Background: an optimization exercise with open tools, aiming at small area. Do not read the settings as production practice.
Only simulation tests tie the RTL to the original design; equivalence was not proved.
Power and IR drop assume default switching activity.

File: design.v
package pong_pkg;
	typedef logic [7:0] pixel_t;
	typedef logic [10:0] hcount_t;
	typedef logic [9:0] vcount_t;
	typedef logic [2:0] sync_t;
	typedef logic [1:0] mode_t;
	localparam mode_t mode_game = 2'd0;
	localparam mode_t mode_border = 2'd1;
	localparam mode_t mode_bars = 2'd2;
	localparam mode_t mode_game_alt = 2'd3;
	typedef logic [1:0] speed_t;
	localparam int PUCK_SIZE = 64;
	localparam int PADDLE_W = 16;
	localparam int PADDLE_H = 128;
	localparam int PADDLE_STEP = 8;
	localparam int PADDLE_MARGIN = 20;
	localparam int PUCK_MIN_X = 5;
	localparam int PUCK_MIN_Y = 1;
	localparam pixel_t PUCK0_COLOR = 8'b111_000_11;
	localparam pixel_t PUCK1_COLOR = 8'b111_111_00;
	localparam pixel_t PADDLE_COLOR = 8'b000_111_00;
	localparam sync_t SYNC_IDLE = 3'b110;
	localparam int RENDER_DELAY = 2;
endpackage
import pong_pkg::*;
module puck_hit (
	input logic [9:0] zx,
	input logic [9:0] zy,
	input logic h_nz,
	output logic hit
);
	logic in_x;
	logic in_y;
	logic [4:0] q;
	logic [4:0] qc;
	logic [4:0] rm;
	logic [4:0] k;
	logic [5:0] cc;
	assign in_x = (zx[9:7] == 3'd0) & (~zx[6] | ((zx[5:0] == 6'd0) & h_nz));
	assign in_y = (zy[9:7] == 3'd0) & (~zy[6] | (zy[5:0] == 6'd0));
	always_comb begin
		qc[0] = ~zy[5];
		for (int i = 0; i < 5; i++) begin
			q[i] = zy[i] ^ ~zy[5] ^ qc[i];
			if (i < 4) qc[i + 1] = (zy[i] ^ ~zy[5]) & qc[i];
		end
	end
	always_comb begin
		case (q)
			5'd0: rm = 5'd31;
			5'd1: rm = 5'd0;
			5'd2: rm = 5'd0;
			5'd3: rm = 5'd0;
			5'd4: rm = 5'd0;
			5'd5: rm = 5'd0;
			5'd6: rm = 5'd0;
			5'd7: rm = 5'd0;
			5'd8: rm = 5'd1;
			5'd9: rm = 5'd1;
			5'd10: rm = 5'd1;
			5'd11: rm = 5'd1;
			5'd12: rm = 5'd2;
			5'd13: rm = 5'd2;
			5'd14: rm = 5'd3;
			5'd15: rm = 5'd3;
			5'd16: rm = 5'd4;
			5'd17: rm = 5'd4;
			5'd18: rm = 5'd5;
			5'd19: rm = 5'd6;
			5'd20: rm = 5'd7;
			5'd21: rm = 5'd7;
			5'd22: rm = 5'd8;
			5'd23: rm = 5'd9;
			5'd24: rm = 5'd10;
			5'd25: rm = 5'd12;
			5'd26: rm = 5'd13;
			5'd27: rm = 5'd14;
			5'd28: rm = 5'd16;
			5'd29: rm = 5'd18;
			5'd30: rm = 5'd20;
			5'd31: rm = 5'd24;
			default: rm = 5'd0;
		endcase
	end
	assign k = zx[4:0] ^ {5{zx[5]}};
	always_comb begin
		cc[0] = zx[5];
		for (int i = 0; i < 5; i++) begin
			cc[i + 1] = (k[i] & ~rm[i]) | (k[i] & cc[i]) | (~rm[i] & cc[i]);
		end
	end
	assign hit = in_x & in_y & (cc[5] | (zy[5] & (zy[4:0] == 5'd0)));
endmodule
module puck_axis #(
	parameter logic [9:0] START = 10'd61,
	parameter bit START_UP = 1'b1,
	parameter bit IS_X = 1'b1
) (
	input logic pixel_clk,
	input logic reset,
	input logic frame_pulse,
	input logic h_end,
	input logic f_end,
	input logic [1:0] speed,
	output logic [9:0] z
);
	logic up;
	logic nz;
	logic cin;
	logic [9:0] d;
	logic [10:0] c;
	logic [9:0] r;
	logic bounce;
	logic [9:0] nxt;
	assign nz = frame_pulse & (speed != 2'd0) & up;
	generate
		if (IS_X) begin : g_x
			assign d[0] = 1'b0;
			assign d[1] = frame_pulse & speed[0];
			assign d[2] = frame_pulse & (speed[1] ^ (up & speed[0]));
			assign d[5:3] = {3{nz}};
			assign d[6] = nz | h_end;
			assign d[7] = nz | h_end;
			assign d[8] = nz;
			assign d[9] = nz | h_end;
			assign cin = 1'b1;
		end else begin : g_y
			assign d[0] = h_end;
			assign d[1] = f_end | (frame_pulse & speed[0]);
			assign d[2] = frame_pulse & (speed[1] ^ (up & speed[0]));
			assign d[3] = f_end | nz;
			assign d[4] = f_end | nz;
			assign d[5] = nz;
			assign d[6] = f_end | nz;
			assign d[7] = f_end | nz;
			assign d[9:8] = {2{nz}};
			assign cin = 1'b0;
		end
	endgenerate
	always_comb begin
		c[0] = cin;
		for (int i = 0; i < 10; i++) begin
			r[i] = z[i] ^ d[i] ^ c[i];
			c[i + 1] = (z[i] & d[i]) | (z[i] & c[i]) | (d[i] & c[i]);
		end
	end
	generate
		if (IS_X) begin : g_xb
			assign bounce = frame_pulse & (up ?
				((r[9:3] == 7'b0101111) & ~(r[2] & r[1])) :
				((r[9:3] == 7'b0100111) & (r[2] | r[1])));
			assign nxt = bounce ? (up ? 10'd382 : 10'd313) : r;
		end else begin : g_yb
			assign bounce = frame_pulse & (up ?
				((r[9:7] == 3'd0) & (~r[6] | (r[5:1] == 5'd0))) :
				(r[9] & r[8] & (r[2] | r[1])));
			assign nxt = bounce ? (up ? 10'd66 : 10'd769) : r;
		end
	endgenerate
	always_ff @(posedge pixel_clk or posedge reset) begin
		if (reset) begin
			z <= START;
			up <= START_UP;
		end else begin
			z <= nxt;
			up <= up ^ bounce;
		end
	end
endmodule
module paddle_axis #(
	parameter bit IS_X = 1'b1
) (
	input logic pixel_clk,
	input logic reset,
	input logic frame_pulse,
	input logic tick,
	input logic wrap,
	input logic dec,
	input logic inc,
	output logic [6:0] z
);
	localparam logic [6:0] START = IS_X ? 7'd37 : 7'd98;
	localparam logic [6:0] AT_LO = IS_X ? 7'd37 : 7'd93;
	localparam logic [6:0] AT_HI = IS_X ? 7'd44 : 7'd18;
	localparam logic [6:0] WRAP = IS_X ? 7'd88 : 7'd27;
	logic move;
	logic plus1;
	logic minus1;
	logic [6:0] d;
	logic [7:0] c;
	logic [6:0] r;
	assign move = frame_pulse & (dec ? (z != AT_LO) : (inc & (z != AT_HI)));
	assign plus1 = tick | (move & dec);
	assign minus1 = move & ~dec;
	assign d = {{6{minus1}}, plus1 | minus1} | (WRAP & {7{wrap}});
	always_comb begin
		c[0] = 1'b0;
		for (int i = 0; i < 7; i++) begin
			r[i] = z[i] ^ d[i] ^ c[i];
			c[i + 1] = (z[i] & d[i]) | (z[i] & c[i]) | (d[i] & c[i]);
		end
	end
	always_ff @(posedge pixel_clk or posedge reset) begin
		if (reset) begin
			z <= START;
		end else begin
			z <= r;
		end
	end
endmodule
module pong_top #(
	parameter int H_ACTIVE = 1024,
	parameter int H_FP = 24,
	parameter int H_SYNC = 136,
	parameter int H_BP = 160,
	parameter int V_ACTIVE = 768,
	parameter int V_FP = 3,
	parameter int V_SYNC = 6,
	parameter int V_BP = 29
) (
	input logic pixel_clk,
	input logic reset,
	input logic btn_up,
	input logic btn_down,
	input logic btn_left,
	input logic btn_right,
	input logic wb_cyc,
	input logic wb_stb,
	input logic wb_we,
	input logic wb_adr,
	input logic [7:0] wb_dat_w,
	output logic [7:0] wb_dat_r,
	output logic wb_ack,
	output logic hsync,
	output logic vsync,
	output logic video_on,
	output logic [2:0] vga_red,
	output logic [2:0] vga_green,
	output logic [1:0] vga_blue
);
	logic [10:0] hc;
	logic [9:0] vc;
	logic [11:0] hcy;
	logic [10:0] vcy;
	logic [10:0] hinc;
	logic [9:0] vinc;
	logic h_end;
	logic v_end;
	logic frame_pulse;
	logic f_end;
	assign h_end = hc[10] & hc[8] & (&hc[5:0]);
	assign v_end = vc[9] & vc[8] & vc[5] & vc[2] & vc[0];
	assign f_end = h_end & v_end;
	assign frame_pulse = hc[10] & hc[8] & (hc[5:0] == 6'b111101) &
		vc[9] & vc[8] & (vc[5:0] == 6'b000010);
	always_comb begin
		hcy[0] = 1'b1;
		for (int i = 0; i < 11; i++) begin
			hinc[i] = hc[i] ^ hcy[i];
			hcy[i + 1] = hc[i] & hcy[i];
		end
		vcy[0] = h_end;
		for (int i = 0; i < 10; i++) begin
			vinc[i] = vc[i] ^ vcy[i];
			vcy[i + 1] = vc[i] & vcy[i];
		end
	end
	always_ff @(posedge pixel_clk or posedge reset) begin
		if (reset) begin
			hc <= 11'd1341;
			vc <= 10'd805;
		end else begin
			hc <= {hinc[10] & ~h_end, hinc[9], hinc[8] & ~h_end, hinc[7],
				hinc[6] & ~h_end, hinc[5:0]};
			vc <= {vinc[9] & ~f_end, vinc[8] & ~f_end, vinc[7:6], vinc[5] & ~f_end,
				vinc[4:3], vinc[2] & ~f_end, vinc[1] & ~f_end, vinc[0]};
		end
	end
	logic req;
	logic [1:0] mode;
	logic [1:0] mode_d;
	logic [1:0] speed_x;
	logic [1:0] speed_y;
	logic [3:0] dat_r;
	assign req = wb_cyc & wb_stb & ~wb_ack;
	always_ff @(posedge pixel_clk or posedge reset) begin
		if (reset) begin
			wb_ack <= 1'b0;
			mode <= 2'd0;
			speed_x <= 2'd1;
			speed_y <= 2'd1;
		end else begin
			wb_ack <= req;
			if (req && wb_we) begin
				if (wb_adr) begin
					speed_x <= wb_dat_w[3:2];
					speed_y <= wb_dat_w[1:0];
				end else begin
					mode <= wb_dat_w[1:0];
				end
			end
		end
	end
	always_ff @(posedge pixel_clk) begin
		dat_r <= wb_adr ? {speed_x, speed_y} : {2'b00, mode};
		mode_d <= mode;
	end
	assign wb_dat_r = {4'b0000, dat_r};
	logic [9:0] z0x, z0y, z1x, z1y;
	puck_axis #(.START(10'd61), .START_UP(1'b1), .IS_X(1'b1)) i_p0x (
		.pixel_clk(pixel_clk), .reset(reset), .frame_pulse(frame_pulse),
		.h_end(h_end), .f_end(f_end), .speed(speed_x), .z(z0x));
	puck_axis #(.START(10'd613), .START_UP(1'b1), .IS_X(1'b0)) i_p0y (
		.pixel_clk(pixel_clk), .reset(reset), .frame_pulse(frame_pulse),
		.h_end(h_end), .f_end(f_end), .speed(speed_y), .z(z0y));
	puck_axis #(.START(10'd829), .START_UP(1'b0), .IS_X(1'b1)) i_p1x (
		.pixel_clk(pixel_clk), .reset(reset), .frame_pulse(frame_pulse),
		.h_end(h_end), .f_end(f_end), .speed(speed_x), .z(z1x));
	puck_axis #(.START(10'd421), .START_UP(1'b0), .IS_X(1'b0)) i_p1y (
		.pixel_clk(pixel_clk), .reset(reset), .frame_pulse(frame_pulse),
		.h_end(h_end), .f_end(f_end), .speed(speed_y), .z(z1y));
	logic [6:0] zpx;
	logic [6:0] zpy;
	paddle_axis #(.IS_X(1'b1)) i_padx (
		.pixel_clk(pixel_clk), .reset(reset), .frame_pulse(frame_pulse),
		.tick(hc[2:0] == 3'd3), .wrap(h_end),
		.dec(btn_left), .inc(btn_right), .z(zpx));
	paddle_axis #(.IS_X(1'b0)) i_pady (
		.pixel_clk(pixel_clk), .reset(reset), .frame_pulse(frame_pulse),
		.tick(h_end & (vc[2:0] == 3'd3)), .wrap(f_end),
		.dec(btn_up), .inc(btn_down), .z(zpy));
	logic hit0;
	logic hit1;
	logic pad;
	logic pad_x;
	logic pad_y;
	logic on;
	logic h_nz;
	logic border;
	logic red;
	logic green;
	logic blue;
	puck_hit i_hit0 (.zx(z0x), .zy(z0y), .h_nz(h_nz), .hit(hit0));
	puck_hit i_hit1 (.zx(z1x), .zy(z1y), .h_nz(h_nz), .hit(hit1));
	assign pad_x = (zpx[6:1] == 6'd0);
	assign pad_y = (zpy[6:4] == 3'd0);
	assign pad = pad_x & pad_y;
	assign on = ~hc[10] & ~(vc[9] & vc[8]);
	assign h_nz = (hc[9:0] != 10'd0);
	assign border = ~h_nz | (&hc[9:0]) | (vc == 10'd0) |
		(vc[9] & (&vc[7:0]));
	always_comb begin
		case (mode_d)
			2'd1: {red, green, blue} = {3{border}};
			2'd2: {red, green, blue} = {hc[8], hc[7], hc[6]};
			default: {red, green, blue} = {hit0 | hit1, hit1 | pad, hit0};
		endcase
	end
	assign hsync = ~(hc[10] & ~hc[8] & ~(hc[7] & (hc[6] | hc[5])) &
		(hc[7] | hc[6] | hc[5] | (hc[4] & hc[3])));
	assign vsync = ~(vc[9] & vc[8] & ~vc[5] & ~vc[4] &
		((~vc[3] & (vc[2] | (vc[1] & vc[0]))) | (vc[3] & ~vc[2] & ~vc[1] & ~vc[0])));
	assign video_on = on;
	assign vga_red = {3{on & red}};
	assign vga_green = {3{on & green}};
	assign vga_blue = {2{on & blue}};
endmodule
File: run.sh
#!/bin/bash
# synth_recipe.tcl (not shown) runs the flow's synth.tcl, then flattens the netlist and writes it again
# the make line also repeats each setting of config.mk as NAME=value (left out here)
make -C /OpenROAD-flow-scripts/flow DESIGN_CONFIG=/design/flow/config.mk WORK_HOME=/design/flow/orfs CLKGATE_MAP_FILE= SYNTH_SCRIPT=/design/flow/synth_recipe.tcl finish
File: config.mk
export PLATFORM = sky130hd
export DESIGN_NAME = pong_top
export DESIGN_NICKNAME = pong_top
export VERILOG_FILES = /design/flow/design.v
export SDC_FILE = /design/flow/constraint.sdc
export NUM_CORES = 4
export LEC_CHECK = 0
export CAP_MARGIN = 20
export CORE_MARGIN = 2
export CORE_UTILIZATION = 70
export SLEW_MARGIN = 20
File: constraint.sdc
create_clock -name core_clock -period 15.0 [get_ports {pixel_clk}]
set_input_delay 3.0000 -clock core_clock [delete_from_list [all_inputs] [get_ports {pixel_clk}]]
set_output_delay 3.0000 -clock core_clock [all_outputs]
set_load 0.01 [all_outputs]
==> results of run 1 <==
==> metal layers <==
metal  global-route usage (%)  part of all wire (%)  wire length (um)  up-vias
li1                         -                     -                 -     2074
met5                        0                     0                 0        -
met1                     36.1                    44              5370     2136
met2                     44.6                    50              6030      102
met4                     6.11                   1.8               219        0
met3                     5.32                   3.8               464       18
==> sequential cells by signal (all words and copies together), names as in the netlist, 4 cells and up <==
name / flops
dat_r: 4
hc: 11
i_p0x.z: 10
i_p0y.z: 10
i_p1x.z: 10
i_p1y.z: 10
i_padx.z: 7
i_pady.z: 7
vc: 10
==> critical path: stages (launching register included) <==
cell	delay, ns
dfstp_2	0.66
inv_1	0.09
ha_1	0.18
ha_1	0.18
ha_1	0.20
ha_1	0.59
mux2i_1	0.17
a311oi_2	0.48
nor3_1	0.11
o22ai_2	0.25
o21ai_0	0.14
a311o_2	0.41
o311ai_2	0.13
a31oi_1	0.20
clkdlybuf4s50_1	0.53
==> metrics by stage <==
| stage | power, uW | setup slack, ns |
|---|---|---|
| after detailed placement | 342 | 7.73 |
| after CTS | 505 | 7.29 |
| after global placement | 341 | 7.79 |
| final | 500 | 7.32 |
| after global routing | 520 | 7.03 |
| after floorplan | 312 | 8.41 |
==> kinds of logic after synthesis <==
kind of cell | count (synthesis)
AO/OA/AOI/OAI | 82
buffers and inverters | 120
AND/OR/NAND/NOR | 173
XOR/XNOR | 40
adder cells (fa/ha/maj) | 81
other | 1
flip-flops | 92
multiplexers | 18
==> report_power, final <==
| part | total, uW | switching, uW | internal, uW |
|---|---|---|---|
| Sequential | 264 | 6.80 | 257 |
| Clock | 163 | 97.4 | 65.1 |
| Combinational | 73.8 | 34.0 | 39.8 |
==> final cells by class <==
type	instances	area share [%]
Multi-Input combinational cell	398	51.2
Tap cell	108	1.98
Clock buffer	9	1.82
Sequential cell	92	34.2
Clock inverter	7	1.03
Inverter	97	5.36
Timing Repair Buffer	30	4.43
==> how the worst max path moves through the flow <==
stage                              start            to  slack (ns)  cells past startpoint
CTS                 i_p1y.z[5]$_DFF_PP1_  vga_green[2]        7.29                     14
finish              i_p1y.z[5]$_DFF_PP1_    vga_red[0]        7.32                     14
floorplan           i_p0y.z[5]$_DFF_PP1_   vga_blue[1]        8.41                     16
detailed placement  i_p1y.z[5]$_DFF_PP1_  vga_green[2]        7.73                     14
global placement    i_p1y.z[5]$_DFF_PP1_  vga_green[0]        7.79                     14
global route        i_p1y.z[5]$_DFF_PP1_  vga_green[2]        7.03                     14
==> cell usage in the layout (no fill, tap or decap), types with 5 or more instances in the layout <==
| cell type | instances |
|---|---|
| inv_1 | 94 |
| dfstp_2 | 44 |
| fa_1 | 42 |
| dfrtp_1 | 42 |
| nor2_1 | 39 |
| ha_1 | 39 |
| nand2_1 | 32 |
| clkdlybuf4s50_1 | 29 |
| xnor2_1 | 26 |
| a21oi_1 | 15 |
| and3_1 | 14 |
| o21ai_0 | 14 |
| nand3_1 | 13 |
| nor4_1 | 10 |
| mux2i_1 | 10 |
| nor3_1 | 10 |
| xor2_1 | 10 |
| clkbuf_8 | 9 |
| mux2_2 | 8 |
| and2_1 | 8 |
| nand4_1 | 8 |
| a31oi_1 | 8 |
| nor2b_1 | 7 |
| o211ai_1 | 6 |
| dfxtp_1 | 6 |
| or2_2 | 5 |
==> impl_metrics.json, run 1 <==
{
  "clock_insertion_delay_worst_skew_ns": 0.37,
  "path_max_fanout": 13,
  "synth_area_leader_cell": "dfstp_2",
  "synth_seq_cells": 92,
  "placement_rows": 34,
  "grt-ovfl-total": 0,
  "worst_setup_path_start_kind": "register",
  "holdCritStartpoint": "mode[1]$_DFFE_PP0P_",
  "post-cts-setup-buffers": 0,
  "fp.dieH_um": 98.9,
  "sequential_cell_area_um2": 2330,
  "start_util_pct": 72.3,
  "multi_input_combinational_cell_area_um2": 3490,
  "setup-violations-final": 0,
  "synth_edf_count": 0,
  "maximum_number_of_pins_on_one_net_before_global_route_repair": 87,
  "max-vdd-ir-drop_v": 0.0000517,
  "placedInstanceArea_um2": 6620,
  "final_net_count": 727,
  "timing.hold.worst_endpoint": "mode_d[1]$_DFF_P_",
  "cts.root.buffer_cell": "clkbuf_8",
  "syn_to_final_growth_pct": 8.14,
  "post_synth_inst_count": 607,
  "max_freq_mhz": 130,
  "number_of_buffers_inserted_by_port_buffering": 29,
  "num_vias": 4330,
  "cts-buffers-inserted": 9,
  "routed_wl_mm": 12.1,
  "synth_top_cells_by_area": "dfstp_2 (18%), dfrtp_1 (17%), fa_1 (13%), ha_1 (7.7%), inv_1 (5.7%)",
  "reg2reg_depth": 26,
  "drc": 0,
  "worst_ep_arrival_time_ns": 4.68,
  "clock_skew_ns": 0.0123,
  "hold_violation_total_from_the_final_report": 0,
  "worst_ep_required_time_ns": 12.00,
  "layout.cells.non_filler": 741,
  "setup_repair_after_global_routing_missed_its_margin": "false",
  "grt_pass1_wl_mm": 20.7,
  "hpwl_mm": 9.34,
  "status": "finished clean",
  "cts.htree.levels": 3,
  "clkSinkCount": 92,
  "whs_path_depth": 0,
  "ioPinCount": 38,
  "postSynth.topFlopCell": "dfstp_2",
  "layout_worst_path_cycle_share_pct": 51.2,
  "floorplan.core_area_um2": 8720,
  "cts_tree": "done",
  "max_cap_viol_count": 0,
  "yosys.area_share.xor_xnor_pct": 6.22,
  "post_cts.resized_instances": 0,
  "drt_iter0_drc": 155,
  "leak_pwr_uw": 0.00307,
  "globalplace.congestion": 0.883,
  "detail_route.first_pass.iterations": 4,
  "ys_async_sr_fraction_pct": 93.5,
  "synth.cell_area_um2": 6300,
  "power.density_cell_area_nw_per_um2": 73.4,
  "worstReg2RegStart": "hc[4]$_DFF_PP1_",
  "antenna_found_initial": 0,
  "gr-usage-all-layers_pct": 26.6,
  "antennaDiodeCount": 0,
  "worstReg2RegEnd": "i_p0y.z[4]$_DFF_PP0_",
  "ys_seq_area_share_pct": 36.9,
  "layout_cell_area_excl_fill_um2": 6810,
  "yosysUniqueCellTypes": 73,
  "dieArea_um2": 9780,
  "ys_warn_count": 8,
  "layout.filler_cells": 585,
  "synth.top_cell.area_share_pct": 18.3,
  "synth_top_family_by_area": "adder cells",
  "cell_count_post_placement": 725,
  "syn-mean-instance-area_um2": 10.4,
  "detail_route.vias_per_cell": 5.84,
  "fin_setup_tns_ns": 0,
  "ant_nets": 0,
  "max-clock-path-buffers": 2,
  "r2r_setup_slack_ns": 8.46,
  "postCtsHoldBufs": 0,
  "path_clk_slew_ns": 0.10,
  "most_repeated_cell_in_the_gate_level_netlist_after_synthesis": "inv_1",
  "finished_core_util_pct": 78.1,
  "die_w_um": 98.9,
  "mux_share_of_post_synthesis_cell_area_pct": 3.02,
  "finalMaxSlewViolations": 0,
  "timing_worst_slew_pin_value_ns": 0.795,
  "timing.setup.critical_path_class": "register to primary output",
  "final_period_minus_worst_setup_slack_ns": 7.68,
  "synth_fa_ha_area_share_pct": 21.1,
  "drt-wirelength-per-cell_um": 16.3,
  "first_global_vias": 4395,
  "post_route_cells_drive_above_1_share_pct": 15.6,
  "synthSimpleGateAreaFrac_pct": 15.3,
  "synth_compound_area_share_pct": 9.51,
  "max_slew_margin_pct": 46.8,
  "timing.hold.ws_ns": 0.417,
  "crit_path_end_kind": "primary output",
  "synth_common_cells": "inv_1 (95), dfstp_2 (44), dfrtp_1 (42), fa_1 (42)",
  "min-delay-path-class": "register to register"
}
==> run 2, diff against run 1 <==
==> flow/run.sh (new file) <==
#!/bin/bash
# Own layout flow. the standard synthesis, unchanged; then the logic between
# the registers is re-mapped for area (fapol.py picks each full adder's polarity so
# fewer inverters sit between adders and registers, and ABC maps the rest with an
# area script); the result must prove equal to the standard netlist (equiv.ys), or
# the standard netlist is kept; then the standard layout from floorplan on.
# Each tool writes its full output to its own log file here.
set -euo pipefail
W=$(pwd)
F=$W/flow
R=$W/orfs/results/$FLOW_PLATFORM/pong_top/base
LIB=$FLOW_HOME/platforms/$FLOW_PLATFORM/lib/sky130_fd_sc_hd__tt_025C_1v80.lib

bash standard.sh synth > "$W/flow_synth.log" 2>&1
cp "$R/1_2_yosys.v" "$W/std.v"

ok=0
if python3 "$F/fapol.py" "$W/std.v" "$W/pol.v" > "$W/flow_fapol.log" 2>&1; then
  sed -e "s|@LIB@|$LIB|g" -e "s|@IN@|$W/pol.v|" -e "s|@OUT@|$W/resyn.v|" \
    -e "s|@ABC@|$F/area.abc|" -e "s|@TOP@|$FLOW_TOP|" -e "s|@STAT@|$W/resyn_stat.txt|" \
    "$F/resyn.ys" > "$W/resyn_run.ys"
  if yosys -s "$W/resyn_run.ys" > "$W/flow_resyn.log" 2>&1; then
    sed -e "s|@LIB@|$LIB|g" -e "s|@GOLD@|$W/std.v|" -e "s|@GATE@|$W/resyn.v|" \
      -e "s|@TOP@|$FLOW_TOP|g" "$F/equiv.ys" > "$W/equiv_run.ys"
    if yosys -s "$W/equiv_run.ys" > "$W/flow_equiv.log" 2>&1 &&
      grep -q "SUCCESS" "$W/flow_equiv.log"; then
      ok=1
    fi
  fi
fi
echo "re-mapped netlist used: $ok" > "$W/flow_choice.log"
if [[ $ok == 1 ]]; then
  cp "$W/resyn.v" "$R/1_2_yosys.v"
  rm -f "$R/1_synth.odb" "$R/1_synth.sdc"
fi

bash standard.sh finish > "$W/flow_finish.log" 2>&1
==> flow/area.abc (new file) <==
strash
&get -n
&st
&dch
&nf -a
&st
&dch -f
&nf -a -R 1000
&put
topo
==> flow/equiv.ys (new file) <==
# Prove the re-mapped netlist equal to the standard synthesis: flip-flops are cut
# into ports on both sides (they are the same instances), everything else is
# read as its liberty function and compared by SAT.
read_liberty -ignore_miss_func @LIB@
blackbox sky130_fd_sc_hd__df*
read_verilog @GOLD@
rename @TOP@ gold
read_verilog @GATE@
rename @TOP@ gate
hierarchy -check
flatten gold gate
expose -evert t:sky130_fd_sc_hd__df*
opt_clean
miter -equiv -flatten -make_outputs gold gate miter
hierarchy -top miter
sat -verify -prove trigger 0 miter
==> flow/fapol.py (new file) <==
#!/usr/bin/env python3
"""Choose the polarity of each full adder in a mapped sky130 netlist so that
fewer inverters are needed between full adders, half adders and flip-flops.

A full adder is self-dual: FA(~a, ~b, ~c) = (~cout, ~sum). Flipping one means
feeding it the complements of its inputs and complementing its outputs; the
surrounding logic is re-mapped afterwards, so inversions next to ordinary gates
cost nothing, and only inversions between two fixed pins (adder or flip-flop
pins) are counted.

usage: fapol.py in.v out.v
"""
import re
import sys

CELL = re.compile(r'^\s*(sky130_fd_sc_hd__\w+)\s+(\S+)\s*\((.*?)\);', re.S | re.M)
PIN = re.compile(r'\.(\w+)\(([^()]*)\)')
OUTS = {'X', 'Y', 'Q', 'Q_N', 'COUT', 'SUM', 'HI', 'LO'}


def kind(t):
    t = t.replace('sky130_fd_sc_hd__', '')
    if t.startswith('fa_'):
        return 'fa'
    if t.startswith('ha_'):
        return 'ha'
    if t.startswith('df') or t.startswith('edf') or t.startswith('sdf'):
        return 'ff'
    if t.startswith('inv_') or t.startswith('clkinv_'):
        return 'inv'
    return 'soft'


def main():
    src = open(sys.argv[1]).read()
    cells = []
    for m in CELL.finditer(src):
        pins = {p: n.strip() for p, n in PIN.findall(m.group(3))}
        cells.append({'type': m.group(1), 'name': m.group(2), 'pins': pins,
                      'kind': kind(m.group(1)), 'span': m.span()})
    drv = {}
    loads = {}
    for i, c in enumerate(cells):
        for p, n in c['pins'].items():
            if p in OUTS:
                drv[n] = (i, p)
            else:
                loads.setdefault(n, []).append((i, p))

    hard = {'fa', 'ff'}

    # resolve a net to (source cell index, source pin, inversions) through inverters
    def source(n):
        k = 0
        while n in drv and cells[drv[n][0]]['kind'] == 'inv':
            n = cells[drv[n][0]]['pins']['A']
            k += 1
        if n in drv:
            return drv[n][0], drv[n][1], k
        return None, n, k

    # edges between hard pins: (src cell, dst cell, parity)
    edges = []
    for j, c in enumerate(cells):
        if c['kind'] not in hard:
            continue
        for p, n in c['pins'].items():
            if p in OUTS or p in ('CLK', 'RESET_B', 'SET_B'):
                continue
            i, sp, k = source(n)
            if i is None or cells[i]['kind'] not in hard:
                continue
            edges.append((i, j, k & 1))
    fas = [i for i, c in enumerate(cells) if c['kind'] == 'fa']
    pol = {i: 0 for i in fas}

    def p(i):
        return pol.get(i, 0)

    def cost():
        return sum((k + p(i) + p(j)) & 1 for i, j, k in edges)

    adj = {}
    for e in edges:
        adj.setdefault(e[0], []).append(e)
        adj.setdefault(e[1], []).append(e)
    before = cost()
    improved = True
    while improved:
        improved = False
        for f in fas:
            es = adj.get(f, [])
            now = sum((k + p(i) + p(j)) & 1 for i, j, k in es)
            pol[f] ^= 1
            new = sum((k + p(i) + p(j)) & 1 for i, j, k in es)
            if new < now:
                improved = True
            else:
                pol[f] ^= 1
    after = cost()
    sys.stderr.write('fapol: %d full adders, %d flipped, hard inversions %d -> %d\n' % (
        len(fas), sum(pol.values()), before, after))

    # rewrite flipped adders with inverted inputs and outputs
    extra = []
    uid = [0]

    def fresh(base):
        uid[0] += 1
        return '_fapol_%s_%d_' % (base, uid[0])

    out = []
    last = 0
    for i, c in enumerate(cells):
        if c['kind'] != 'fa' or not pol.get(i):
            continue
        a, b = c['span']
        out.append(src[last:a])
        last = b
        newpins = {}
        for pn, n in c['pins'].items():
            w = fresh('w')
            extra.append('  wire %s;' % w)
            if pn in OUTS:
                # the adder now drives the complement; restore the original net
                extra.append('  sky130_fd_sc_hd__inv_1 %s (.A(%s), .Y(%s));' % (fresh('i'), w, n))
            else:
                extra.append('  sky130_fd_sc_hd__inv_1 %s (.A(%s), .Y(%s));' % (fresh('i'), n, w))
            newpins[pn] = w
        out.append('%s %s (%s);' % (c['type'], c['name'], ', '.join(
            '.%s(%s)' % (pn, w) for pn, w in newpins.items())))
    out.append(src[last:])
    text = ''.join(out)
    wires = [x for x in extra if x.startswith('  wire')]
    insts = [x for x in extra if not x.startswith('  wire')]
    h = text.index(');', text.index('module ')) + 2
    text = text[:h] + '\n' + '\n'.join(wires) + '\n' + text[h:]
    k = text.rfind('endmodule')
    text = text[:k] + '\n'.join(insts) + '\n' + text[k:]
    open(sys.argv[2], 'w').write(text)


main()
==> flow/resyn.ys (new file) <==
# Re-map the standard synthesis's combinational logic for area. Flip-flops, full
# adders and tie cells are kept as they are (as black boxes); every other cell is
# read as its liberty function, flattened and mapped again by ABC.
read_liberty -ignore_miss_func @LIB@
blackbox sky130_fd_sc_hd__df* sky130_fd_sc_hd__fa_* sky130_fd_sc_hd__conb_*
read_verilog @IN@
hierarchy -top @TOP@
flatten
opt -purge
setundef -zero
abc -liberty @LIB@ -dont_use *lpflow* -dont_use *probe* -dont_use *fill_* -script @ABC@
opt_clean -purge
splitnets
opt_clean -purge
hilomap -singleton -hicell sky130_fd_sc_hd__conb_1 HI -locell sky130_fd_sc_hd__conb_1 LO
insbuf -buf sky130_fd_sc_hd__buf_1 A X
opt_clean -purge
tee -o @STAT@ stat -liberty @LIB@
write_verilog -noattr -noexpr -nohex -nodec @OUT@
==> standard.sh (new file) <==
#!/bin/bash
# synth_recipe.tcl (not shown) runs the flow's synth.tcl, then flattens the netlist and writes it again
# the make line also repeats each setting of config.mk as NAME=value (left out here)
make -C /OpenROAD-flow-scripts/flow DESIGN_CONFIG=/design/flow/config.mk WORK_HOME=/design/flow/orfs CLKGATE_MAP_FILE= SYNTH_SCRIPT=/design/flow/synth_recipe.tcl "${@:-finish}"
removed: run.sh
==> run 2 against run 1 <==
Against the previous run: still clean on timing, DRC and antenna; non-clock buffer count up 2; power down 2.2%; sequential cell count unchanged; critical path depth up 2; clock power down 3%; combinational power down 12%; critical endpoint is now vga_blue[0]; largest power group unchanged; highest routed layer unchanged.
==> impl_metrics.json, run 2 <==
{
  "syn-mean-instance-area_um2": 10.5,
  "layout_worst_path_cycle_share_pct": 49.0,
  "antenna_found_initial": 0,
  "floorplan.core_area_um2": 7650,
  "cts_tree": "done",
  "drc": 0,
  "power.density_cell_area_nw_per_um2": 80.6,
  "highest-signal-layer": "met4",
  "antennaDiodeCount": 0,
  "syn_to_final_growth_pct": 11.2,
  "max_cap_viol_count": 0,
  "layout.filler_cells": 496,
  "detail_route.first_pass.iterations": 4,
  "post_cts.resized_instances": 0,
  "grt-ovfl-total": 0,
  "fp.dieH_um": 92.3,
  "setup-violations-final": 0,
  "ys_warn_count": 8,
  "cp_num_buf_inv": 1,
  "gr-usage-all-layers_pct": 28.5,
  "post_route_cells_drive_above_1_share_pct": 11.6,
  "final_common_cell": "nor2_1",
  "detail_route.vias_per_cell": 6.04,
  "timing.setup.critical_path_class": "register to primary output",
  "max_stage_delay_ns": 0.59,
  "max-clock-path-buffers": 2,
  "fin_total_pwr_uw": 489,
  "met2_wire_length_mm": 5.38,
  "cell_count_post_placement": 647,
  "cpLargestDelayFamily": "simple AND/OR/NAND/NOR gates",
  "min-delay-path-class": "register to register",
  "die_w_um": 92.3,
  "leak_pwr_uw": 0.00258,
  "hpwl_mm": 8.22,
  "final_net_count": 616,
  "crit_path_end_kind": "primary output",
  "max_freq_mhz": 136,
  "clkSinkCount": 92,
  "largest_reg_flops": 11,
  "layout.cells.non_filler": 663,
  "wl_met3_um": 439,
  "ant_nets": 0,
  "routed_wl_mm": 11.1,
  "num_vias": 4005,
  "cts.htree.levels": 3,
  "postCtsHoldBufs": 0,
  "dieArea_um2": 8510,
  "number_of_buffers_inserted_by_port_buffering": 29,
  "post_synth_inst_count": 519,
  "maximum_number_of_pins_on_one_net_before_global_route_repair": 87,
  "drt_iter0_drc": 198,
  "placement_rows": 32,
  "fin_setup_tns_ns": 0,
  "worst_setup_path_start_kind": "register",
  "post-cts-setup-buffers": 0,
  "timing_worst_slew_pin_value_ns": 0.914,
  "max-vdd-ir-drop_v": 0.0000666,
  "cts.root.buffer_cell": "clkbuf_8",
  "synth.cell_area_um2": 5450,
  "final_period_minus_worst_setup_slack_ns": 7.35,
  "max_slew_margin_pct": 38.5,
  "clock_insertion_delay_worst_skew_ns": 0.37,
  "start_util_pct": 71.3,
  "worst_ep_arrival_time_ns": 4.35,
  "crit_chain": "nor3_1, nand2b_1, nand2b_1, xor2_1, and2_0, or3_1, a211oi_1, a31oi_1, o21ai_0, nand3_1, nand2_1, o21ai_0, nand4_1, nor2b_1, nor3_1, clkdlybuf4s50_1",
  "leading_cell_types_in_the_layout_fill_and_taps_excluded": "nor2_1 (62), dfstp_2 (44), fa_1 (42), nand2_1 (42), dfrtp_1 (42)",
  "r2r_setup_slack_ns": 8.32,
  "worst_ep_required_time_ns": 12.00,
  "largest-register": "hc",
  "finalMaxSlewViolations": 0,
  "globalplace.congestion": 0.871,
  "path_clk_slew_ns": 0.10,
  "cts-buffers-inserted": 9,
  "crit_slowest_cell": "clkdlybuf4s50_1",
  "drt-wirelength-per-cell_um": 16.7,
  "grt_pass1_wl_mm": 18.7,
  "wirelength_met1_mm": 4.99,
  "ioPinCount": 38,
  "first_global_vias": 3974,
  "status": "finished clean",
  "clock_skew_ns": 0.0147,
  "hold_violation_total_from_the_final_report": 0,
  "path_max_fanout": 10,
  "setup_repair_after_global_routing_missed_its_margin": "false"
}
-- run 2: metal layers --
layer	up-vias	track usage, %
met1	2021	39.1
met5	-	0
met2	79	46.0
met3	17	4.77
met4	0	11.4
li1	1888	-
-- run 2: power breakdown --
part | switching, uW | total, uW | internal, uW
sequential | 7.73 | 266 | 258
clock | 95.3 | 158 | 62.8
combinational | 30.6 | 65.3 | 34.7
total | 134 | 489 | 356
-- run 2: final timing paths --
kind | end | start | cells past startpoint
setup / recovery | vga_blue[0] | i_p0y.z[1]$_DFF_PP0_ | 16
hold / removal | mode_d[0]$_DFF_P_ | mode[0]$_DFFE_PP0P_ | 0
setup reg to reg | i_p0x.z[1]$_DFF_PP0_ | vc[2]$_DFF_PP1_ | 17
hold reg to reg | mode_d[0]$_DFF_P_ | mode[0]$_DFFE_PP0P_ | 0
max in group asynchronous | i_p0x.z[1]$_DFF_PP0_ | reset | 3
min in group asynchronous | hc[1]$_DFF_PP0_ | reset | 3
-- run 2: final cells by class --
class	instances	area, um2	area share, %
Tap cell	102	128	2.10
Clock buffer	9	124	2.04
Clock inverter	7	60.1	0.990
Sequential cell	92	2330	38.4
Timing Repair Buffer	32	317	5.22
Multi-Input combinational cell	411	3070	50.6
Inverter	10	38.8	0.639
-- run 2: per-stage QoR --
step | utilization [%] | setup WS [ns] | area, um2 | hold slack (ns)
floorplan | - | 8.86 | 5470 | 0.354
global placement | 76.9 | 8.16 | 5880 | 0.373
detailed placement | 76.9 | 8.04 | 5880 | 0.366
CTS | 79.3 | 7.63 | 6060 | 0.389
global route | 79.3 | 7.25 | 6070 | 0.408
finish | 79.3 | 7.65 | 6070 | 0.391
==> run 3, diff against run 2 <==
==> flow/run.sh (replaced) <==
#!/bin/bash
# Own layout flow. the standard synthesis, unchanged; then the logic between
# the registers is re-mapped for area: fapol.py picks each full adder's polarity so
# fewer inverters sit between adders and registers, and ABC maps everything else
# (resyn.ys) with each of the abc_*.abc scripts. The smallest result that proves
# equal to the standard netlist (equiv.ys) replaces it; if none does, the standard
# netlist stays. Then the standard layout from floorplan on, with the port
# buffers made of the smallest buffer. Each tool writes its full output to its own
# log file here.
set -euo pipefail
W=$(pwd)
F=$W/flow
R=$W/orfs/results/$FLOW_PLATFORM/pong_top/base
LIB=$FLOW_HOME/platforms/$FLOW_PLATFORM/lib/sky130_fd_sc_hd__tt_025C_1v80.lib

bash standard.sh synth > "$W/flow_synth.log" 2>&1
cp "$R/1_2_yosys.v" "$W/std.v"

best=""
best_area=""
if python3 "$F/fapol.py" "$W/std.v" "$W/pol.v" > "$W/flow_fapol.log" 2>&1; then
  for s in "$F"/abc_*.abc; do
    n=$(basename "$s" .abc)
    sed -e "s|@LIB@|$LIB|g" -e "s|@IN@|$W/pol.v|" -e "s|@OUT@|$W/resyn_$n.v|" \
      -e "s|@ABC@|$s|" -e "s|@TOP@|$FLOW_TOP|" -e "s|@STAT@|$W/resyn_$n.stat|" \
      "$F/resyn.ys" > "$W/resyn_$n.ys"
    yosys -s "$W/resyn_$n.ys" > "$W/flow_resyn_$n.log" 2>&1 || continue
    sed -e "s|@LIB@|$LIB|g" -e "s|@GOLD@|$W/std.v|" -e "s|@GATE@|$W/resyn_$n.v|" \
      -e "s|@TOP@|$FLOW_TOP|g" "$F/equiv.ys" > "$W/equiv_$n.ys"
    yosys -s "$W/equiv_$n.ys" > "$W/flow_equiv_$n.log" 2>&1 || continue
    grep -q "SUCCESS" "$W/flow_equiv_$n.log" || continue
    a=$(awk '/Chip area/ {print $NF}' "$W/resyn_$n.stat")
    if [[ -z $best ]] || awk -v a="$a" -v b="$best_area" 'BEGIN { exit !(a < b) }'; then
      best=$n
      best_area=$a
    fi
  done
fi
echo "re-mapped netlist used: ${best:-none} ${best_area}" > "$W/flow_choice.log"
if [[ -n $best ]]; then
  cp "$W/resyn_$best.v" "$R/1_2_yosys.v"
  rm -f "$R/1_synth.odb" "$R/1_synth.sdc"
fi

bash standard.sh "BUFFER_PORTS_ARGS=-buffer_cell sky130_fd_sc_hd__buf_1" finish > "$W/flow_finish.log" 2>&1
==> flow/abc_1.abc (new file) <==
strash
&get -n
&st
&dch
&nf -a
&st
&dch -f
&nf -a -R 1000
&put
topo
==> flow/abc_2.abc (new file) <==
strash
ifraig
dch -f
map -a
strash
&get -n
&st
&dch -f
&nf -a -R 1000
&put
topo
==> flow/abc_3.abc (new file) <==
strash
&get -n
&st
&dch -f
&nf -a -R 1000
&put
topo
==> flow/abc_4.abc (new file) <==
strash
dc2
&get -n
&st
&dch -f
&nf -a -R 1000
&put
topo
removed: flow/area.abc
==> run 3 against run 2 <==
Against the previous run: sequential power about the same; cell area shrank 2.4%; power is 2.5% higher; maximum frequency is 6.5% higher; core utilization fell by 1.9 points; via count increased by 0.45%; global-route usage up 0.91 points; clock power rose by 19%; synthesized cell count stayed put; largest cell class unchanged; largest power group unchanged; highest routed layer unchanged.
==> impl_metrics.json, run 3 <==
{
  "post_route_cells_drive_above_1_share_pct": 11.4,
  "detail_route.first_pass.iterations": 5,
  "path_max_fanout": 10,
  "grt_pass1_wl_mm": 19.4,
  "max_cap_viol_count": 0,
  "max_slew_margin_pct": 38.8,
  "path_clk_slew_ns": 0.09,
  "maximum_number_of_pins_on_one_net_before_global_route_repair": 87,
  "worst_ep_required_time_ns": 12.00,
  "largest_reg_flops": 11,
  "clock_skew_ns": 0.0132,
  "fp.dieH_um": 92.3,
  "layout_worst_path_cycle_share_pct": 46.0,
  "leading_cell_types_in_the_layout_fill_and_taps_excluded": "nor2_1 (62), dfstp_2 (44), fa_1 (42), nand2_1 (42), dfrtp_1 (42)",
  "clock_insertion_delay_worst_skew_ns": 0.37,
  "cell_count_post_placement": 647,
  "post_synth_inst_count": 519,
  "post-cts-setup-buffers": 0,
  "cts.htree.levels": 3,
  "reg2reg_depth": 22,
  "hpwl_mm": 8.40,
  "highest-signal-layer": "met4",
  "drt-wirelength-per-cell_um": 17.0,
  "leak_pwr_uw": 0.00252,
  "max_freq_mhz": 145,
  "hold_violation_total_from_the_final_report": 0,
  "first_global_vias": 4071,
  "largest-register": "hc",
  "detail_route.vias_per_cell": 6.07,
  "max-clock-path-buffers": 2,
  "crit_path_end_kind": "primary output",
  "routed_wl_mm": 11.3,
  "power.density_cell_area_nw_per_um2": 84.6,
  "final_net_count": 616,
  "max-vdd-ir-drop_v": 0.0000577,
  "gr-usage-all-layers_pct": 29.4,
  "status": "finished clean",
  "final_period_minus_worst_setup_slack_ns": 6.90,
  "worst_setup_path_start_kind": "register",
  "final_common_cell": "nor2_1",
  "whs_path_depth": 0,
  "ys_warn_count": 8,
  "syn-mean-instance-area_um2": 10.5,
  "ant_nets": 0,
  "num_vias": 4023,
  "syn_to_final_growth_pct": 8.60,
  "met2_wire_length_mm": 5.50,
  "antennaDiodeCount": 0,
  "globalplace.congestion": 0.833,
  "wirelength_met1_mm": 5.13,
  "dieArea_um2": 8510,
  "synth.cell_area_um2": 5450,
  "timing.setup.critical_path_class": "register to primary output",
  "grt-ovfl-total": 0,
  "placedInstanceArea_um2": 5700,
  "placement_rows": 32,
  "start_util_pct": 71.3,
  "ioPinCount": 38,
  "cts.root.buffer_cell": "clkbuf_8",
  "setup-violations-final": 0,
  "setup_repair_after_global_routing_missed_its_margin": "false",
  "floorplan.core_area_um2": 7650,
  "layout.cells.non_filler": 663,
  "cts_tree": "done",
  "clkSinkCount": 92,
  "finalMaxSlewViolations": 0,
  "drc": 0,
  "fin_setup_tns_ns": 0,
  "postCtsHoldBufs": 0,
  "layout.filler_cells": 530,
  "wl_met3_um": 408,
  "antenna_found_initial": 0,
  "min-delay-path-class": "register to register",
  "fin_total_pwr_uw": 501,
  "drt_iter0_drc": 233,
  "worst_ep_arrival_time_ns": 3.90,
  "post_cts.resized_instances": 0,
  "cts-buffers-inserted": 9,
  "layout_cell_area_excl_fill_um2": 5920,
  "timing_worst_slew_pin_value_ns": 0.909,
  "die_w_um": 92.3,
  "number_of_buffers_inserted_by_port_buffering": 29
}
==> run 3: layout make-up <==
class                   count  area (um2)  share of cell area [%]
clock buffers              10         128                    2.15
clock inverters             6        93.8                    1.58
inverters                  10        38.8                   0.655
multi-input cells         411        3070                    51.9
flip-flops and latches     92        2330                    39.3
well taps                 102         128                    2.15
repair buffers             32         135                    2.28
==> run 3: path summary, 6_finish.rpt <==
path / from / to / slack (ns)
min in group asynchronous: reset / hc[1]$_DFF_PP0_ / 2.78
hold reg to reg: mode[1]$_DFFE_PP0P_ / mode_d[1]$_DFF_P_ / 0.39
setup / recovery: i_p0y.z[1]$_DFF_PP0_ / vga_blue[1] / 8.10
max in group asynchronous: reset / i_p1x.z[6]$_DFF_PP0_ / 11.66
hold / removal: mode[1]$_DFFE_PP0P_ / mode_d[1]$_DFF_P_ / 0.39
setup reg to reg: hc[4]$_DFF_PP1_ / i_p0y.z[7]$_DFF_PP0_ / 8.41
==> run 3: worst max-delay path, stage by stage, from the launching register on <==
cell,delay (ns)
dfrtp_1,0.47
nor3_1,0.32
nand2b_1,0.16
nand2b_1,0.11
xor2_1,0.56
and2_0,0.24
or3_1,0.20
a211oi_1,0.10
a31oi_1,0.21
o21ai_0,0.12
nand3_1,0.08
nand2_1,0.05
o21ai_0,0.15
nand4_1,0.15
nor2b_1,0.19
nor3_1,0.26
buf_1,0.18
==> run 3: metal layers <==
layer  GRT usage, %  vias to the layer above
met5              0                        -
met4           10.9                        0
met3           3.20                       25
met2           46.6                       90
met1           42.7                     2023
li1               -                     1885
==> run 3: stage by stage <==
| step | hold WS, ns | util (%) | worst slack (ns) |
|---|---|---|---|
| 2_1_floorplan | 0.354 | - | 8.86 |
| 3_3_place_gp | 0.377 | 74.5 | 8.51 |
| 3_5_place_dp | 0.377 | 74.5 | 8.42 |
| 4_1_cts | 0.391 | 77.4 | 8.12 |
| 5_1_grt | 0.413 | 77.5 | 7.77 |
| 6_report | 0.387 | 77.5 | 8.10 |
==> run 3: where the power goes <==
| group | total, uW | internal (uW) | switching [uW] |
|---|---|---|---|
| sequential | 266 | 258 | 8.04 |
| combinational | 47.6 | 16.7 | 30.9 |
| clock | 188 | 95.5 | 92.1 |
| total | 501 | 370 | 131 |
==> run 4, diff against run 3 <==
==> flow/abc_5.abc (new file) <==
strash
&get -n
&st
&dch
&nf -a
&st
&dch -f
&nf -a -p -R 1000
&put
topo
==> flow/abc_6.abc (new file) <==
strash
&get -n
&st
&dch -r
&nf -a
&st
&dch -f
&nf -a -R 1000
&put
topo
--- a/flow/resyn.ys
+++ b/flow/resyn.ys
@@ -13,7 +13,7 @@
 splitnets
 opt_clean -purge
 hilomap -singleton -hicell sky130_fd_sc_hd__conb_1 HI -locell sky130_fd_sc_hd__conb_1 LO
-insbuf -buf sky130_fd_sc_hd__buf_1 A X
+
 opt_clean -purge
 tee -o @STAT@ stat -liberty @LIB@
 write_verilog -noattr -noexpr -nohex -nodec @OUT@
==> run 4 against run 3 <==
Against the previous run: still clean; cell area is 0.34% higher; final cell count stayed put; sequential cell count stayed put; via count is 1.5% higher; non-clock buffer count is 1 higher; critical path depth stayed put; register-to-register slack worse by 0.17 ns; first-iteration DRC count is 28% higher; power is 1.4% higher; combinational power is 9.5% lower; synthesized cell count is 1.9% lower; critical endpoint unchanged.
==> impl_metrics.json, run 4 <==
{
  "status": "finished clean",
  "maximum_number_of_pins_on_one_net_before_global_route_repair": 64,
  "detail_route.first_pass.iterations": 4,
  "sequential_cell_area_um2": 2330,
  "floorplan.core_area_um2": 7610,
  "clock_skew_ns": 0.00957,
  "post_cts.resized_instances": 0,
  "largest-register": "hc",
  "worst_setup_path_start_kind": "register",
  "max-clock-path-buffers": 2,
  "worst_ep_required_time_ns": 12.00,
  "dieArea_um2": 8460,
  "path_clk_slew_ns": 0.09,
  "layout.filler_cells": 532,
  "max_slew_margin_pct": 26.0,
  "post-cts-setup-buffers": 0,
  "finished_core_util_pct": 78.1,
  "max-vdd-ir-drop_v": 0.0000743,
  "start_util_pct": 71.2,
  "antenna_found_initial": 0,
  "final_common_cell": "nor2_1",
  "crit_path_end_kind": "primary output",
  "synth.cell_area_um2": 5420,
  "final_period_minus_worst_setup_slack_ns": 6.98,
  "cts_tree": "done",
  "layout_worst_path_cycle_share_pct": 46.5,
  "cts-buffers-inserted": 9,
  "pre_cts_slack_ns": 8.26,
  "cts.root.buffer_cell": "clkbuf_8",
  "grt_pass1_wl_mm": 20.4,
  "number_of_buffers_inserted_by_port_buffering": 29,
  "syn-mean-instance-area_um2": 10.6,
  "hpwl_mm": 8.70,
  "routed_wl_mm": 11.8,
  "drt_iter0_drc": 299,
  "leading_cell_types_in_the_layout_fill_and_taps_excluded": "nor2_1 (60), nand2_1 (47), dfstp_2 (44), fa_1 (42), dfrtp_1 (42)",
  "setup-violations-final": 0,
  "power.density_cell_area_nw_per_um2": 85.6,
  "min-delay-path-class": "register to register",
  "final_net_count": 616,
  "die_w_um": 92.0,
  "clkSinkCount": 92,
  "drc": 0,
  "timing.setup.critical_path_class": "register to primary output",
  "ys_warn_count": 8,
  "globalplace.congestion": 0.874,
  "cts.htree.levels": 3,
  "max_cap_viol_count": 0,
  "setup_repair_after_global_routing_missed_its_margin": "false",
  "first_global_vias": 4248,
  "ioPinCount": 38,
  "path_max_fanout": 10,
  "max_freq_mhz": 143,
  "fin_total_pwr_uw": 509,
  "grt-ovfl-total": 0,
  "clock_insertion_delay_worst_skew_ns": 0.37,
  "setup_slack_ns": 8.02,
  "num_vias": 4084,
  "detail_route.vias_per_cell": 6.16,
  "finalMaxSlewViolations": 0,
  "multi_input_combinational_cell_area_um2": 3080,
  "post_route_cells_drive_above_1_share_pct": 11.4,
  "drt-wirelength-per-cell_um": 17.9,
  "hold_violation_total_from_the_final_report": 0,
  "postCtsHoldBufs": 0,
  "worst_ep_arrival_time_ns": 3.98,
  "fp.dieH_um": 92.0,
  "post_synth_inst_count": 509,
  "largest_reg_flops": 11,
  "fin_setup_tns_ns": 0,
  "ant_nets": 0,
  "placement_rows": 32,
  "timing_worst_slew_pin_value_ns": 1.10,
  "leak_pwr_uw": 0.00257,
  "antennaDiodeCount": 0,
  "gr-usage-all-layers_pct": 31.3,
  "syn_to_final_growth_pct": 9.67
}
run 4: changes by cell type in the layout (fill, tap and decap cells not counted), moves of 3 or more:
cell,change
and2_0,-8
nand2_1,+5
nor2b_1,+5
or2_0,-5
nand2b_1,+4
xnor2_1,+4
xor2_1,-3
run 4: worst max-delay path: stages (launching register included):
cell	delay, ns
dfrtp_1	0.47
nor3_1	0.34
nand2b_1	0.16
nand2b_1	0.11
xor2_1	0.50
and2_0	0.23
or3_1	0.21
nand2b_1	0.10
a31oi_1	0.23
o21ai_0	0.12
nand3_1	0.08
nand2_1	0.05
o21ai_0	0.15
nand4_1	0.18
nor2b_1	0.21
nor3_1	0.27
buf_1	0.19
run 4: layer usage:
metal / up-vias / wire length (um) / global-route usage (%)
met5: - / 0 / 0
met3: 24 / 528 / 6.00
li1: 1893 / - / -
met1: 2061 / 5090 / 42.0
met2: 106 / 6000 / 52.5
met4: 0 / 223 / 9.58
run 4: cell type report:
cell class	instances	share of cell area, %
repair buffers	33	2.34
clock inverters	3	1.16
flip-flops and latches	92	39.2
inverters	8	0.526
multi-input cells	412	51.8
clock buffers	13	2.86
well taps	102	2.15
run 4: final timing paths:
kind | slack [ns] | cells after the start | start | end
max | 8.02 | 16 | i_p0y.z[1]$_DFF_PP0_ | vga_blue[1]
min | 0.40 | 0 | mode[1]$_DFFE_PP0P_ | mode_d[1]$_DFF_P_
max reg2reg | 8.24 | 17 | vc[2]$_DFF_PP1_ | i_p0x.z[1]$_DFF_PP0_
min reg2reg | 0.40 | 0 | mode[1]$_DFFE_PP0P_ | mode_d[1]$_DFF_P_
max in group asynchronous | 11.31 | 3 | reset | i_p0x.z[9]$_DFF_PP0_
min in group asynchronous | 2.58 | 2 | reset | i_p1y.z[9]$_DFF_PP0_
run 4: metrics by stage:
step	std cells	instance area (um2)	hold slack (ns)
finish	663	5940	0.396
floorplan	512	5430	0.354
detailed placement	647	5700	0.376
global placement	647	5700	0.373
global route	663	5940	0.415
CTS	663	5940	0.397
run 4: power breakdown:
group	leakage, uW	switching, uW	internal (uW)
clock network	0.000119	89.9	109
logic	0.00139	27.5	15.6
registers	0.00106	8.27	258
total	0.00257	126	383
==> run 5, diff against run 4 <==
--- a/design.v
+++ b/design.v
@@ -98,6 +98,7 @@
 ) (
 	input logic pixel_clk,
 	input logic reset,
+	input logic restart,
 	input logic frame_pulse,
 	input logic h_end,
 	input logic f_end,
@@ -157,9 +158,9 @@
 			assign nxt = bounce ? (up ? 10'd66 : 10'd769) : r;
 		end
 	endgenerate
-	always_ff @(posedge pixel_clk or posedge reset) begin
-		if (reset) begin
-			z <= START;
+	always_ff @(posedge pixel_clk) begin
+		if (restart) begin
+			z <= IS_X ? START + 10'd1 : START;
 			up <= START_UP;
 		end else begin
 			z <= nxt;
@@ -172,6 +173,7 @@
 ) (
 	input logic pixel_clk,
 	input logic reset,
+	input logic restart,
 	input logic frame_pulse,
 	input logic tick,
 	input logic wrap,
@@ -200,8 +202,8 @@
 			c[i + 1] = (z[i] & d[i]) | (z[i] & c[i]) | (d[i] & c[i]);
 		end
 	end
-	always_ff @(posedge pixel_clk or posedge reset) begin
-		if (reset) begin
+	always_ff @(posedge pixel_clk) begin
+		if (restart) begin
 			z <= START;
 		end else begin
 			z <= r;
@@ -248,6 +250,7 @@
 	logic v_end;
 	logic frame_pulse;
 	logic f_end;
+	logic reset_seen;
 	assign h_end = hc[10] & hc[8] & (&hc[5:0]);
 	assign v_end = vc[9] & vc[8] & vc[5] & vc[2] & vc[0];
 	assign f_end = h_end & v_end;
@@ -267,7 +270,14 @@
 	end
 	always_ff @(posedge pixel_clk or posedge reset) begin
 		if (reset) begin
-			hc <= 11'd1341;
+			reset_seen <= 1'b1;
+		end else begin
+			reset_seen <= 1'b0;
+		end
+	end
+	always_ff @(posedge pixel_clk) begin
+		if (reset_seen) begin
+			hc <= 11'd1342;
 			vc <= 10'd805;
 		end else begin
 			hc <= {hinc[10] & ~h_end, hinc[9], hinc[8] & ~h_end, hinc[7],
@@ -308,25 +318,25 @@
 	assign wb_dat_r = {4'b0000, dat_r};
 	logic [9:0] z0x, z0y, z1x, z1y;
 	puck_axis #(.START(10'd61), .START_UP(1'b1), .IS_X(1'b1)) i_p0x (
-		.pixel_clk(pixel_clk), .reset(reset), .frame_pulse(frame_pulse),
+		.pixel_clk(pixel_clk), .reset(reset), .restart(reset_seen), .frame_pulse(frame_pulse),
 		.h_end(h_end), .f_end(f_end), .speed(speed_x), .z(z0x));
 	puck_axis #(.START(10'd613), .START_UP(1'b1), .IS_X(1'b0)) i_p0y (
-		.pixel_clk(pixel_clk), .reset(reset), .frame_pulse(frame_pulse),
+		.pixel_clk(pixel_clk), .reset(reset), .restart(reset_seen), .frame_pulse(frame_pulse),
 		.h_end(h_end), .f_end(f_end), .speed(speed_y), .z(z0y));
 	puck_axis #(.START(10'd829), .START_UP(1'b0), .IS_X(1'b1)) i_p1x (
-		.pixel_clk(pixel_clk), .reset(reset), .frame_pulse(frame_pulse),
+		.pixel_clk(pixel_clk), .reset(reset), .restart(reset_seen), .frame_pulse(frame_pulse),
 		.h_end(h_end), .f_end(f_end), .speed(speed_x), .z(z1x));
 	puck_axis #(.START(10'd421), .START_UP(1'b0), .IS_X(1'b0)) i_p1y (
-		.pixel_clk(pixel_clk), .reset(reset), .frame_pulse(frame_pulse),
+		.pixel_clk(pixel_clk), .reset(reset), .restart(reset_seen), .frame_pulse(frame_pulse),
 		.h_end(h_end), .f_end(f_end), .speed(speed_y), .z(z1y));
 	logic [6:0] zpx;
 	logic [6:0] zpy;
 	paddle_axis #(.IS_X(1'b1)) i_padx (
-		.pixel_clk(pixel_clk), .reset(reset), .frame_pulse(frame_pulse),
+		.pixel_clk(pixel_clk), .reset(reset), .restart(reset_seen), .frame_pulse(frame_pulse),
 		.tick(hc[2:0] == 3'd3), .wrap(h_end),
 		.dec(btn_left), .inc(btn_right), .z(zpx));
 	paddle_axis #(.IS_X(1'b0)) i_pady (
-		.pixel_clk(pixel_clk), .reset(reset), .frame_pulse(frame_pulse),
+		.pixel_clk(pixel_clk), .reset(reset), .restart(reset_seen), .frame_pulse(frame_pulse),
 		.tick(h_end & (vc[2:0] == 3'd3)), .wrap(f_end),
 		.dec(btn_up), .inc(btn_down), .z(zpy));
 	logic hit0;
@@ -345,7 +355,7 @@
 	assign pad_x = (zpx[6:1] == 6'd0);
 	assign pad_y = (zpy[6:4] == 3'd0);
 	assign pad = pad_x & pad_y;
-	assign on = ~hc[10] & ~(vc[9] & vc[8]);
+	assign on = ~reset_seen & ~hc[10] & ~(vc[9] & vc[8]);
 	assign h_nz = (hc[9:0] != 10'd0);
 	assign border = ~h_nz | (&hc[9:0]) | (vc == 10'd0) |
 		(vc[9] & (&vc[7:0]));
@@ -356,9 +366,9 @@
 			default: {red, green, blue} = {hit0 | hit1, hit1 | pad, hit0};
 		endcase
 	end
-	assign hsync = ~(hc[10] & ~hc[8] & ~(hc[7] & (hc[6] | hc[5])) &
+	assign hsync = reset_seen | ~(hc[10] & ~hc[8] & ~(hc[7] & (hc[6] | hc[5])) &
 		(hc[7] | hc[6] | hc[5] | (hc[4] & hc[3])));
-	assign vsync = ~(vc[9] & vc[8] & ~vc[5] & ~vc[4] &
+	assign vsync = reset_seen | ~(vc[9] & vc[8] & ~vc[5] & ~vc[4] &
 		((~vc[3] & (vc[2] | (vc[1] & vc[0]))) | (vc[3] & ~vc[2] & ~vc[1] & ~vc[0])));
 	assign video_on = on;
 	assign vga_red = {3{on & red}};
--- a/flow/run.sh
+++ b/flow/run.sh
@@ -2,11 +2,11 @@
 # Own layout flow. the standard synthesis, unchanged; then the logic between
 # the registers is re-mapped for area: fapol.py picks each full adder's polarity so
 # fewer inverters sit between adders and registers, and ABC maps everything else
-# (resyn.ys) with each of the abc_*.abc scripts. The smallest result that proves
-# equal to the standard netlist (equiv.ys) replaces it; if none does, the standard
-# netlist stays. Then the standard layout from floorplan on, with the port
-# buffers made of the smallest buffer. Each tool writes its full output to its own
-# log file here.
+# (resyn.ys) with each of the abc_*.abc scripts; the smallest result goes through
+# the same step once more. The smallest result that proves equal to the standard
+# netlist (equiv.ys) replaces it; if none does, the standard netlist stays. Then
+# the standard layout from floorplan on, with the port buffers made of the
+# smallest buffer. Each tool writes its full output to its own log file here.
 set -euo pipefail
 W=$(pwd)
 F=$W/flow
@@ -18,10 +18,12 @@
 
 best=""
 best_area=""
-if python3 "$F/fapol.py" "$W/std.v" "$W/pol.v" > "$W/flow_fapol.log" 2>&1; then
+src="$W/std.v"
+for round in 1 2; do
+  python3 "$F/fapol.py" "$src" "$W/pol$round.v" > "$W/flow_fapol$round.log" 2>&1 || break
   for s in "$F"/abc_*.abc; do
-    n=$(basename "$s" .abc)
-    sed -e "s|@LIB@|$LIB|g" -e "s|@IN@|$W/pol.v|" -e "s|@OUT@|$W/resyn_$n.v|" \
+    n=r${round}_$(basename "$s" .abc)
+    sed -e "s|@LIB@|$LIB|g" -e "s|@IN@|$W/pol$round.v|" -e "s|@OUT@|$W/resyn_$n.v|" \
       -e "s|@ABC@|$s|" -e "s|@TOP@|$FLOW_TOP|" -e "s|@STAT@|$W/resyn_$n.stat|" \
       "$F/resyn.ys" > "$W/resyn_$n.ys"
     yosys -s "$W/resyn_$n.ys" > "$W/flow_resyn_$n.log" 2>&1 || continue
@@ -35,7 +37,9 @@
       best_area=$a
     fi
   done
-fi
+  [[ -n $best ]] || break
+  src="$W/resyn_$best.v"
+done
 echo "re-mapped netlist used: ${best:-none} ${best_area}" > "$W/flow_choice.log"
 if [[ -n $best ]]; then
   cp "$W/resyn_$best.v" "$R/1_2_yosys.v"
==> run 5 against run 4 <==
Against the previous run: still clean; first-iteration DRC count is 5.7% higher; clock-buffer cell count is 4 lower; worst setup slack worse by 0.85 ns; cell area is 4.0% lower; clock power is about 20% lower; maximum frequency is 11% lower; wire length is 2.0% higher; critical path depth stayed put; combinational power grew to 4.5 times the previous value; power is 34% higher; global-route usage is 0.79 points lower; largest cell class unchanged; largest power group unchanged.
==> impl_metrics.json, run 5 <==
{
  "final_common_cell": "dfxtp_1",
  "clock_skew_ns": 0.00867,
  "layout_worst_path_cycle_share_pct": 52.2,
  "layout.cells.non_filler": 736,
  "netSwitchingPower_uw": 249,
  "sequential_cell_area_um2": 1910,
  "status": "finished clean",
  "post_route_cells_drive_above_1_share_pct": 3.14,
  "die_w_um": 90.8,
  "antenna_found_initial": 0,
  "number_of_buffers_inserted_by_port_buffering": 29,
  "maximum_number_of_pins_on_one_net_before_global_route_repair": 45,
  "worst_setup_path_start_kind": "register",
  "postCtsHoldBufs": 0,
  "max-clock-path-buffers": 2,
  "cts_tree": "done",
  "reg2reg_depth": 20,
  "syn-mean-instance-area_um2": 8.96,
  "layout_cell_area_excl_fill_um2": 5700,
  "timing.setup.critical_path_class": "register to primary output",
  "power.clock.fraction_pct": 23.4,
  "hold_violation_total_from_the_final_report": 0,
  "post-cts-setup-buffers": 0,
  "drc": 0,
  "cts.htree.levels": 3,
  "fp.dieH_um": 90.8,
  "ys_warn_count": 8,
  "hpwl_mm": 8.76,
  "finished_core_util_pct": 78.6,
  "power.density_cell_area_nw_per_um2": 119,
  "power.combinational.fraction_pct": 28.4,
  "placedInstanceArea_um2": 5520,
  "drt-wirelength-per-cell_um": 16.4,
  "syn_to_final_growth_pct": 8.26,
  "antennaDiodeCount": 0,
  "largest_reg_flops": 11,
  "placement_rows": 31,
  "cts-buffers-inserted": 9,
  "switching_share_pct": 36.7,
  "timing_worst_slew_pin_value_ns": 0.876,
  "finalMaxSlewViolations": 0,
  "r2r_setup_slack_ns": 7.87,
  "setup_repair_after_global_routing_missed_its_margin": "false",
  "power_report.internal_total_uw": 430,
  "floorplan.core_area_um2": 7250,
  "post_synth_inst_count": 588,
  "min-delay-path-class": "register to register",
  "max_slew_margin_pct": 41.6,
  "fin_setup_tns_ns": 0,
  "max_cap_viol_count": 0,
  "detail_route.vias_per_cell": 6.07,
  "post_cts.resized_instances": 0,
  "leading_cell_types_in_the_layout_fill_and_taps_excluded": "dfxtp_1 (85), nor2_1 (71), nand2_1 (68), o21ai_0 (45), fa_1 (42)",
  "gr-usage-all-layers_pct": 30.5,
  "globalplace.congestion": 0.949,
  "path_clk_slew_ns": 0.10,
  "layout.filler_cells": 488,
  "crit_path_end_kind": "primary output",
  "clkSinkCount": 93,
  "clock_insertion_delay_worst_skew_ns": 0.37,
  "cts.root.buffer_cell": "clkbuf_8",
  "setup-violations-final": 0,
  "synth.cell_area_um2": 5270,
  "worst_ep_arrival_time_ns": 4.83,
  "routed_wl_mm": 12.1,
  "path_max_fanout": 9,
  "whs_path_depth": 0,
  "fin_total_pwr_uw": 679,
  "num_vias": 4468,
  "grt_pass1_wl_mm": 20.2,
  "first_global_vias": 4319,
  "cell_count_post_placement": 720,
  "start_util_pct": 72.6,
  "max-vdd-ir-drop_v": 0.0000785,
  "final_net_count": 692,
  "ant_nets": 0,
  "multi_input_combinational_cell_area_um2": 3310,
  "max_freq_mhz": 128,
  "leak_pwr_uw": 0.00224,
  "seqPwrFrac_pct": 48.2,
  "detail_route.first_pass.iterations": 5,
  "dieArea_um2": 8240,
  "final_period_minus_worst_setup_slack_ns": 7.83,
  "largest-register": "hc",
  "ioPinCount": 38,
  "drt_iter0_drc": 316,
  "grt-ovfl-total": 0,
  "worst_ep_required_time_ns": 12.00
}
run 5: power groups by stage:
stage,logic [uW],registers (uW),clock network [uW]
6_report,193,327,159
2_1_floorplan,147,320,0
5_1_grt,216,333,169
4_1_cts,190,327,159
3_5_place_dp,187,332,0
3_3_place_gp,176,330,0
run 5: area by class of cell:
| cell class | count | area share [%] |
|---|---|---|
| clock inverter | 7 | 1.01 |
| sequential | 93 | 33.4 |
| multi-input combinational | 478 | 58.0 |
| inverter | 21 | 1.38 |
| tap | 99 | 2.17 |
| timing repair buffer | 29 | 1.91 |
| clock buffer | 9 | 2.17 |
run 5: metal layers:
metal / up-vias / share of wire (%) / wire (um) / GRT usage [%]
met2: 162 / 49 / 5970 / 52.7
met5: - / 0 / 0 / 0
met3: 22 / 5.4 / 654 / 5.93
met4: 0 / 2.3 / 281 / 9.62
met1: 2139 / 43 / 5160 / 38.8
li1: 2145 / - / - / -
run 5: critical path, cell delays in order, from the launching register on:
cell and delay, ns:
dfxtp_1 0.38, nor2_1 0.28, nor2_1 0.09, xnor2_1 0.52
nand2_1 0.23, or3_1 0.47, o21ai_0 0.50, o21ai_0 0.17
a31oi_1 0.17, a21oi_1 0.07, o21ai_0 0.18, o211ai_1 0.11
a21oi_1 0.22, o311a_1 0.20, o21ai_0 0.18, a211oi_1 0.46
buf_1 0.20
run 5: path summary, 6_finish.rpt:
| check | startpoint | to |
|---|---|---|
| max | i_p1y.z[0]$_SDFF_PP1_ | vga_green[0] |
| min | mode[1]$_DFFE_PP0P_ | mode_d[1]$_DFF_P_ |
| max reg2reg | hc[0]$_SDFF_PP0_ | i_p1y.z[1]$_SDFF_PP0_ |
| min reg2reg | mode[1]$_DFFE_PP0P_ | mode_d[1]$_DFF_P_ |
| max in group asynchronous | reset | speed_x[0]$_DFFE_PP1P_ |
| min in group asynchronous | reset | mode[0]$_DFFE_PP0P_ |
run 5: metrics by stage:
stage,setup WS [ns],hold WS (ns)
4_1_cts,7.35,0.409
2_1_floorplan,8.31,0.354
6_report,7.17,0.405
3_3_place_gp,8.02,0.375
5_1_grt,6.69,0.429
3_5_place_dp,7.79,0.376

re-timing with driven ports:
The flow's constraints put no driver on any port. The routed layouts listed below were extracted and timed again, unchanged, in two steps.
Step 1: set_driving_cell puts a clkbuf_16 on pixel_clk and a buf_2 on each other input, an assumption about the parent block.
Step 2 also shifts input and output timing later by t, the mid clock arrival at the registers, as if the neighbouring blocks saw the same clock.
Slacks: no drivers / after step 1 / after step 2; pairs: no drivers / after step 1.
run | t, ns | slack for setup (ns) | worst data-port slew with drivers (ns)
run 1 | 0.397 | 7.318 / 7.286 / 7.682 | 0.04
run 2 | 0.401 | 7.647 / 7.611 / 8.012 | 0.05
run 3 | 0.394 | 8.098 / 8.064 / 8.406 | 0.05
run 4 | 0.400 | 8.025 / 7.991 / 8.239 | 0.04
run 5 | 0.395 | 7.171 / 7.138 / 7.533 | 0.04
After both steps every run listed still meets setup and hold.
